Source: an optimization exercise on an open RTL-to-GDS flow (aim: small area and a short achievable clock period). Production flows keep margins and buffers that such runs may drop.
At most, simulation tests tie the RTL to the original design; equivalence was not proved.
Power figures rest on the tool's default switching activity, not on a simulated workload.

==> flow/design.v <==
module fpio_sync_fifo #(
  parameter int FIFO_BITS  = 8,
  parameter int DATA_WIDTH = 8,
  parameter int LO_BITS    = 5,
  parameter bit FREE       = 1'b0,   
  parameter bit ZERO_EMPTY = 1'b0    
) (
  input  logic                  clk,
  input  logic                  rstn,
  input  logic                  push,
  input  logic                  pop,
  input  logic                  flush,
  input  logic [DATA_WIDTH-1:0] wdata,
  output logic [DATA_WIDTH-1:0] rdata,
  output logic [FIFO_BITS:0]    lvl,
  output logic [FIFO_BITS:0]    lvl_next,
  output logic                  full,
  output logic                  empty,
  output logic                  empty_next,
  output logic                  full_next
);
  localparam int DEPTH = 1 << FIFO_BITS;
  localparam int LO = LO_BITS;
  localparam int HI = FIFO_BITS - LO_BITS;
  localparam int NLO = 1 << LO;
  localparam int NHI = 1 << HI;
  localparam logic [FIFO_BITS:0] FULL_CNT = (FIFO_BITS+1)'(DEPTH);
  localparam logic [FIFO_BITS:0] LVL_RST  = FREE ? FULL_CNT : '0;
  logic [DATA_WIDTH-1:0] mem [DEPTH];
  logic [FIFO_BITS-1:0]  wr_ptr;
  logic [NLO-1:0]        rsel_lo_n;
  logic [NHI-1:0]        rsel_hi_n;
  localparam logic [NLO-1:0] RLO_INIT = {{(NLO-2){1'b1}}, 2'b01};
  localparam logic [NHI-1:0] RHI_INIT = {{(NHI-1){1'b1}}, 1'b0};
  logic                  one;         
  logic                  do_push;
  logic                  do_pop;
  logic [DATA_WIDTH-1:0] head;
  assign do_push = push && !full;
  assign do_pop  = pop && !empty;
  assign rdata   = head;
  always_comb begin
    lvl_next = lvl;
    if (flush)                   lvl_next = LVL_RST;
    else if (do_push && !do_pop) lvl_next = FREE ? lvl - 1'b1 : lvl + 1'b1;
    else if (do_pop && !do_push) lvl_next = FREE ? lvl + 1'b1 : lvl - 1'b1;
  end
  logic one_next;
  always_comb begin
    if (FREE) begin
      empty_next = (lvl_next == FULL_CNT);
      full_next  = (lvl_next == '0);
      one_next   = (lvl_next == FULL_CNT - 1'b1);
    end else begin
      empty_next = (lvl_next == '0);
      full_next  = (lvl_next == FULL_CNT);
      one_next   = (lvl_next == (FIFO_BITS+1)'(1));
    end
  end
  always_ff @(posedge clk or negedge rstn) begin
    if (!rstn) begin
      wr_ptr  <= '0;
      rsel_lo_n <= RLO_INIT;
      rsel_hi_n <= RHI_INIT;
      lvl     <= LVL_RST;
      empty   <= 1'b1;
      full    <= 1'b0;
      one     <= 1'b0;
    end else begin
      lvl   <= lvl_next;
      empty <= empty_next;
      full  <= full_next;
      one   <= one_next;
      if (flush) begin
        wr_ptr    <= '0;
        rsel_lo_n <= RLO_INIT;
        rsel_hi_n <= RHI_INIT;
      end else begin
        if (do_push) wr_ptr <= wr_ptr + 1'b1;
        if (do_pop) begin
          rsel_lo_n <= {rsel_lo_n[NLO-2:0], rsel_lo_n[NLO-1]};
          if (!rsel_lo_n[NLO-1]) rsel_hi_n <= {rsel_hi_n[NHI-2:0], rsel_hi_n[NHI-1]};
        end
      end
    end
  end
  logic [DEPTH-1:0] we;
  always_comb begin
    for (int i = 0; i < DEPTH; i++)
      we[i] = (wr_ptr == (FIFO_BITS)'(i));
  end
  always_ff @(posedge clk) begin
    for (int i = 0; i < DEPTH; i++)
      if (we[i]) mem[i] <= wdata;
  end
  logic [DATA_WIDTH-1:0] grp [NHI];
  logic [DATA_WIDTH-1:0] nxt_data;
  always_comb begin
    for (int g = 0; g < NHI; g++) begin
      grp[g] = {DATA_WIDTH{1'b1}};
      for (int i = 0; i < NLO; i++)
        grp[g] = grp[g] & (mem[g*NLO+i] | {DATA_WIDTH{rsel_lo_n[i]}});
    end
    nxt_data = {DATA_WIDTH{1'b1}};
    for (int g = 0; g < NHI; g++)
      nxt_data = nxt_data & (grp[g] | {DATA_WIDTH{rsel_hi_n[g]}});
  end
  logic empty_after;    
  assign empty_after = flush || (!do_push && (empty || (one && do_pop)));
  always_ff @(posedge clk or negedge rstn) begin
    if (!rstn) begin
      head <= '0;
    end else if (ZERO_EMPTY && empty_after) begin
      head <= '0;
    end else if (do_pop) begin
      head <= one ? wdata : nxt_data;
    end else if (empty) begin
      head <= wdata;
    end
  end
endmodule
module fpio_stream_ctrl #(
  parameter int FIFO_BITS  = 8,
  parameter int DATA_WIDTH = 8,
  parameter int ADDR_BITS  = 4
) (
  input  logic                  clk,
  input  logic                  rstn,
  output logic                  irq,
  input  logic [ADDR_BITS-1:0]  host_addr,
  input  logic                  host_write_en,
  input  logic [31:0]           host_write_data,
  input  logic                  host_read_en,
  output logic [31:0]           host_read_data,
  output logic [DATA_WIDTH-1:0] dat_o_data,
  output logic                  dat_o_valid,
  input  logic                  dat_o_ready,
  input  logic [DATA_WIDTH-1:0] dat_i_data,
  input  logic                  dat_i_valid,
  output logic                  dat_i_ready
);
  localparam int A_TXDATA  = 0;
  localparam int A_TXFREE  = 1;
  localparam int A_RXDATA  = 2;
  localparam int A_RXCOUNT = 3;
  localparam int A_CTRL    = 4;
  localparam int A_DIVISOR = 5;
  localparam int A_STATUS  = 6;
  localparam int A_IRQEN   = 7;
  localparam int A_TXTHR   = 8;
  localparam int A_RXTHR   = 9;
  typedef logic [FIFO_BITS:0]   cnt_t;
  typedef logic [ADDR_BITS-1:0] addr_t;
  logic        tx_en;
  logic        rx_en;
  logic [15:0] divisor;
  logic [15:0] pace_cnt;
  logic        tx_ovf;
  logic        rx_unf;
  logic [3:0]  irq_en;
  cnt_t        tx_thr;
  cnt_t        rx_thr;
  logic        tx_low;
  logic        rx_high;
  logic        o_valid;
  logic        i_ready;
  cnt_t                  tx_free, tx_free_next, rx_count, rx_count_next;
  logic                  tx_full, tx_empty, rx_full, rx_empty;
  logic                  tx_empty_next, tx_full_next, rx_empty_next, rx_full_next;
  logic [DATA_WIDTH-1:0] rx_head;
  logic wr_txdata, wr_ctrl, wr_div, wr_status, wr_irqen, wr_txthr, wr_rxthr;
  logic rd_rxdata;
  logic tx_pop, tx_flush, rx_push, rx_flush;
  logic tx_ovf_set, rx_unf_set, tx_ovf_clr, rx_unf_clr;
  assign wr_txdata = host_write_en && (host_addr == addr_t'(A_TXDATA));
  assign wr_ctrl   = host_write_en && (host_addr == addr_t'(A_CTRL));
  assign wr_div    = host_write_en && (host_addr == addr_t'(A_DIVISOR));
  assign wr_status = host_write_en && (host_addr == addr_t'(A_STATUS));
  assign wr_irqen  = host_write_en && (host_addr == addr_t'(A_IRQEN));
  assign wr_txthr  = host_write_en && (host_addr == addr_t'(A_TXTHR));
  assign wr_rxthr  = host_write_en && (host_addr == addr_t'(A_RXTHR));
  assign rd_rxdata = host_read_en  && (host_addr == addr_t'(A_RXDATA));
  assign tx_flush    = wr_ctrl && host_write_data[2];
  assign rx_flush    = wr_ctrl && host_write_data[3];
  assign dat_o_valid = o_valid;
  assign tx_pop      = o_valid && dat_o_ready;
  assign dat_i_ready = i_ready;
  assign rx_push     = dat_i_valid && i_ready;
  assign tx_ovf_set = wr_txdata && tx_full;
  assign rx_unf_set = rd_rxdata && rx_empty;
  assign tx_ovf_clr = wr_status && host_write_data[0];
  assign rx_unf_clr = wr_status && host_write_data[1];
  fpio_sync_fifo #(.FIFO_BITS(FIFO_BITS), .DATA_WIDTH(DATA_WIDTH), .FREE(1'b1)) u_tx_fifo (
    .clk        (clk),
    .rstn       (rstn),
    .push       (wr_txdata),
    .pop        (tx_pop),
    .flush      (tx_flush),
    .wdata      (host_write_data[DATA_WIDTH-1:0]),
    .rdata      (dat_o_data),
    .lvl        (tx_free),
    .lvl_next   (tx_free_next),
    .full       (tx_full),
    .empty      (tx_empty),
    .empty_next (tx_empty_next),
    .full_next  (tx_full_next)
  );
  fpio_sync_fifo #(.FIFO_BITS(FIFO_BITS), .DATA_WIDTH(DATA_WIDTH), .FREE(1'b0),
                   .ZERO_EMPTY(1'b1)) u_rx_fifo (
    .clk        (clk),
    .rstn       (rstn),
    .push       (rx_push),
    .pop        (rd_rxdata),
    .flush      (rx_flush),
    .wdata      (dat_i_data),
    .rdata      (rx_head),
    .lvl        (rx_count),
    .lvl_next   (rx_count_next),
    .full       (rx_full),
    .empty      (rx_empty),
    .empty_next (rx_empty_next),
    .full_next  (rx_full_next)
  );
  logic        tx_en_n, rx_en_n;
  logic [15:0] pace_n;
  cnt_t        tx_thr_n, rx_thr_n;
  logic        tx_ovf_n, rx_unf_n;
  always_comb begin
    tx_en_n  = wr_ctrl  ? host_write_data[0] : tx_en;
    rx_en_n  = wr_ctrl  ? host_write_data[1] : rx_en;
    tx_thr_n = wr_txthr ? host_write_data[FIFO_BITS:0] : tx_thr;
    rx_thr_n = wr_rxthr ? host_write_data[FIFO_BITS:0] : rx_thr;
    tx_ovf_n = tx_ovf_set || (tx_ovf && !tx_ovf_clr);
    rx_unf_n = rx_unf_set || (rx_unf && !rx_unf_clr);
    if (tx_flush)            pace_n = '0;
    else if (tx_pop)         pace_n = divisor;
    else if (pace_cnt != '0) pace_n = pace_cnt - 16'd1;
    else                     pace_n = pace_cnt;
  end
  always_ff @(posedge clk or negedge rstn) begin
    if (!rstn) begin
      tx_en    <= 1'b0;
      rx_en    <= 1'b0;
      divisor  <= '0;
      pace_cnt <= '0;
      tx_ovf   <= 1'b0;
      rx_unf   <= 1'b0;
      irq_en   <= '0;
      tx_thr   <= '0;
      rx_thr   <= '0;
      irq      <= 1'b0;
      tx_low   <= 1'b1;
      rx_high  <= 1'b1;
      o_valid  <= 1'b0;
      i_ready  <= 1'b0;
    end else begin
      tx_en    <= tx_en_n;
      rx_en    <= rx_en_n;
      if (wr_div)   divisor <= host_write_data[15:0];
      if (wr_irqen) irq_en  <= host_write_data[3:0];
      tx_thr   <= tx_thr_n;
      rx_thr   <= rx_thr_n;
      tx_ovf   <= tx_ovf_n;
      rx_unf   <= rx_unf_n;
      pace_cnt <= pace_n;
      irq      <= |({rx_high, tx_low, rx_unf, tx_ovf} & irq_en);
      tx_low   <= ({1'b0, tx_free_next} + {1'b0, tx_thr_n}) >= 10'd256;
      rx_high  <= (rx_count_next >= rx_thr_n);
      o_valid  <= tx_en_n && !tx_empty_next && (pace_n == '0);
      i_ready  <= rx_en_n && !rx_full_next;
    end
  end
  logic [15:0] rb_txfree, rb_rxdata, rd_rxcount, rd_ctrl, rd_div, rd_status;
  logic [15:0] rd_irqen, rd_txthr, rd_rxthr;
  logic [3:0]  adec_lo, adec_hi;
  always_comb begin
    rb_txfree  = 16'(tx_free);
    rb_rxdata  = 16'(rx_head);    
    rd_rxcount = 16'(rx_count);
    rd_ctrl    = {14'd0, rx_en, tx_en};
    rd_div     = divisor;
    rd_status  = {12'd0, rx_high, tx_low, rx_unf, tx_ovf};
    rd_irqen   = {12'd0, irq_en};
    rd_txthr   = 16'(tx_thr);
    rd_rxthr   = 16'(rx_thr);
    for (int k = 0; k < 4; k++) begin
      adec_lo[k] = (host_addr[1:0] == 2'(k));
      adec_hi[k] = (host_addr[3:2] == 2'(k));
    end
    host_read_data = '0;
    host_read_data[15:0] =
        ({16{adec_hi[0] & adec_lo[1]}} & rb_txfree)  |
        ({16{adec_hi[0] & adec_lo[2]}} & rb_rxdata)  |
        ({16{adec_hi[0] & adec_lo[3]}} & rd_rxcount) |
        ({16{adec_hi[1] & adec_lo[0]}} & rd_ctrl)    |
        ({16{adec_hi[1] & adec_lo[1]}} & rd_div)     |
        ({16{adec_hi[1] & adec_lo[2]}} & rd_status)  |
        ({16{adec_hi[1] & adec_lo[3]}} & rd_irqen)   |
        ({16{adec_hi[2] & adec_lo[0]}} & rd_txthr)   |
        ({16{adec_hi[2] & adec_lo[1]}} & rd_rxthr);
  end
endmodule
export LEC_CHECK = 0
export CAP_MARGIN = 20
export CORE_MARGIN = 2
export CORE_UTILIZATION = 62
export CTS_BUF_LIST = sky130_fd_sc_hd__clkbuf_16
export CTS_CLUSTER_DIAMETER = 90
export CTS_CLUSTER_SIZE = 28
export SETUP_SLACK_MARGIN = 3.75
export SLEW_MARGIN = 20
create_clock -name core_clock -period 7.5 [get_ports {clk}]
run.sh (not shown) runs the stock make flow with config.mk's settings and CLKGATE_MAP_FILE= SYNTH_SCRIPT=/design/flow/synth_recipe.tcl, a recipe that flattens the netlist after the stock synthesis.
Next try:
--- a/flow/design.v
+++ b/flow/design.v
@@ -1,7 +1,7 @@
 module fpio_sync_fifo #(
   parameter int FIFO_BITS  = 8,
   parameter int DATA_WIDTH = 8,
-  parameter int LO_BITS    = 5,
+  parameter int LO_BITS    = 4,
   parameter bit FREE       = 1'b0,   
   parameter bit ZERO_EMPTY = 1'b0    
 ) (
@@ -272,7 +272,7 @@
   end
   logic [15:0] rb_txfree, rb_rxdata, rd_rxcount, rd_ctrl, rd_div, rd_status;
   logic [15:0] rd_irqen, rd_txthr, rd_rxthr;
-  logic [3:0]  adec_lo, adec_hi;
+  logic [15:0] rd_g0, rd_g1, rd_g2;
   always_comb begin
     rb_txfree  = 16'(tx_free);
     rb_rxdata  = 16'(rx_head);    
@@ -283,20 +283,29 @@
     rd_irqen   = {12'd0, irq_en};
     rd_txthr   = 16'(tx_thr);
     rd_rxthr   = 16'(rx_thr);
-    for (int k = 0; k < 4; k++) begin
-      adec_lo[k] = (host_addr[1:0] == 2'(k));
-      adec_hi[k] = (host_addr[3:2] == 2'(k));
-    end
+    case (host_addr[1:0])
+      2'd0:    rd_g0 = 16'd0;
+      2'd1:    rd_g0 = rb_txfree;
+      2'd2:    rd_g0 = rb_rxdata;
+      default: rd_g0 = rd_rxcount;
+    endcase
+    case (host_addr[1:0])
+      2'd0:    rd_g1 = rd_ctrl;
+      2'd1:    rd_g1 = rd_div;
+      2'd2:    rd_g1 = rd_status;
+      default: rd_g1 = rd_irqen;
+    endcase
+    case (host_addr[1:0])
+      2'd0:    rd_g2 = rd_txthr;
+      2'd1:    rd_g2 = rd_rxthr;
+      default: rd_g2 = 16'd0;
+    endcase
     host_read_data = '0;
-    host_read_data[15:0] =
-        ({16{adec_hi[0] & adec_lo[1]}} & rb_txfree)  |
-        ({16{adec_hi[0] & adec_lo[2]}} & rb_rxdata)  |
-        ({16{adec_hi[0] & adec_lo[3]}} & rd_rxcount) |
-        ({16{adec_hi[1] & adec_lo[0]}} & rd_ctrl)    |
-        ({16{adec_hi[1] & adec_lo[1]}} & rd_div)     |
-        ({16{adec_hi[1] & adec_lo[2]}} & rd_status)  |
-        ({16{adec_hi[1] & adec_lo[3]}} & rd_irqen)   |
-        ({16{adec_hi[2] & adec_lo[0]}} & rd_txthr)   |
-        ({16{adec_hi[2] & adec_lo[1]}} & rd_rxthr);
+    case (host_addr[3:2])
+      2'd0:    host_read_data[15:0] = rd_g0;
+      2'd1:    host_read_data[15:0] = rd_g1;
+      2'd2:    host_read_data[15:0] = rd_g2;
+      default: host_read_data[15:0] = 16'd0;
+    endcase
   end
 endmodule
The new run completed without violations.
Final area is lower by 0.93%.
Utilization drops by 0.62 points.
Clock-buffer cell count decreases by 3.
Wire length went down by 9.5%.
Combinational power falls by about 8%.
Total power drops by 4.9%.
Setup slack improves by 0.13 ns.
Cell count came out higher by 2.3%.
Global-route usage fell by 4.2 points.
Die area hardly moves.
Via count fell by 3.1%.
Only the layout flow was run in the second run of this note; the RTL was not checked for function there.

what the ideal ports hide:
In the flow no input, the clock included, has a driving cell. The finished layouts below were timed again as built, in two steps. Step 1 (the two cells are an assumption about what drives the block):
set clk [get_ports {clk}]
set_driving_cell -lib_cell sky130_fd_sc_hd__clkbuf_16 $clk
set_driving_cell -lib_cell sky130_fd_sc_hd__buf_2 [delete_from_list [all_inputs] $clk]
Step 2 moves the port delays by t, midway between the first and last clock arrival at a register: inputs arrive t later, outputs are due t later. That takes back most of the time a late clock gives input paths. a / b / c = ideal ports / drivers / drivers and shift; a / b = the first two.
run | shift t [ns] | setup WS [ns] | worst hold slack (ns) | worst register clock-pin slew, ns | pins driven straight from the clock port
the first run | 1.004 | 3.233 / 3.115 / 2.793 | 0.500 / 0.464 / 0.545 | 0.12 / 0.12 | 1
the second run | 0.982 | 3.367 / 3.225 / 2.959 | 0.539 / 0.539 / 0.539 | 0.11 / 0.11 | 1
After both steps every run listed still meets setup and hold. For the first run, which loses most, drivers alone change the setup slack by -0.118 ns; drivers and shift together by -0.440 ns.
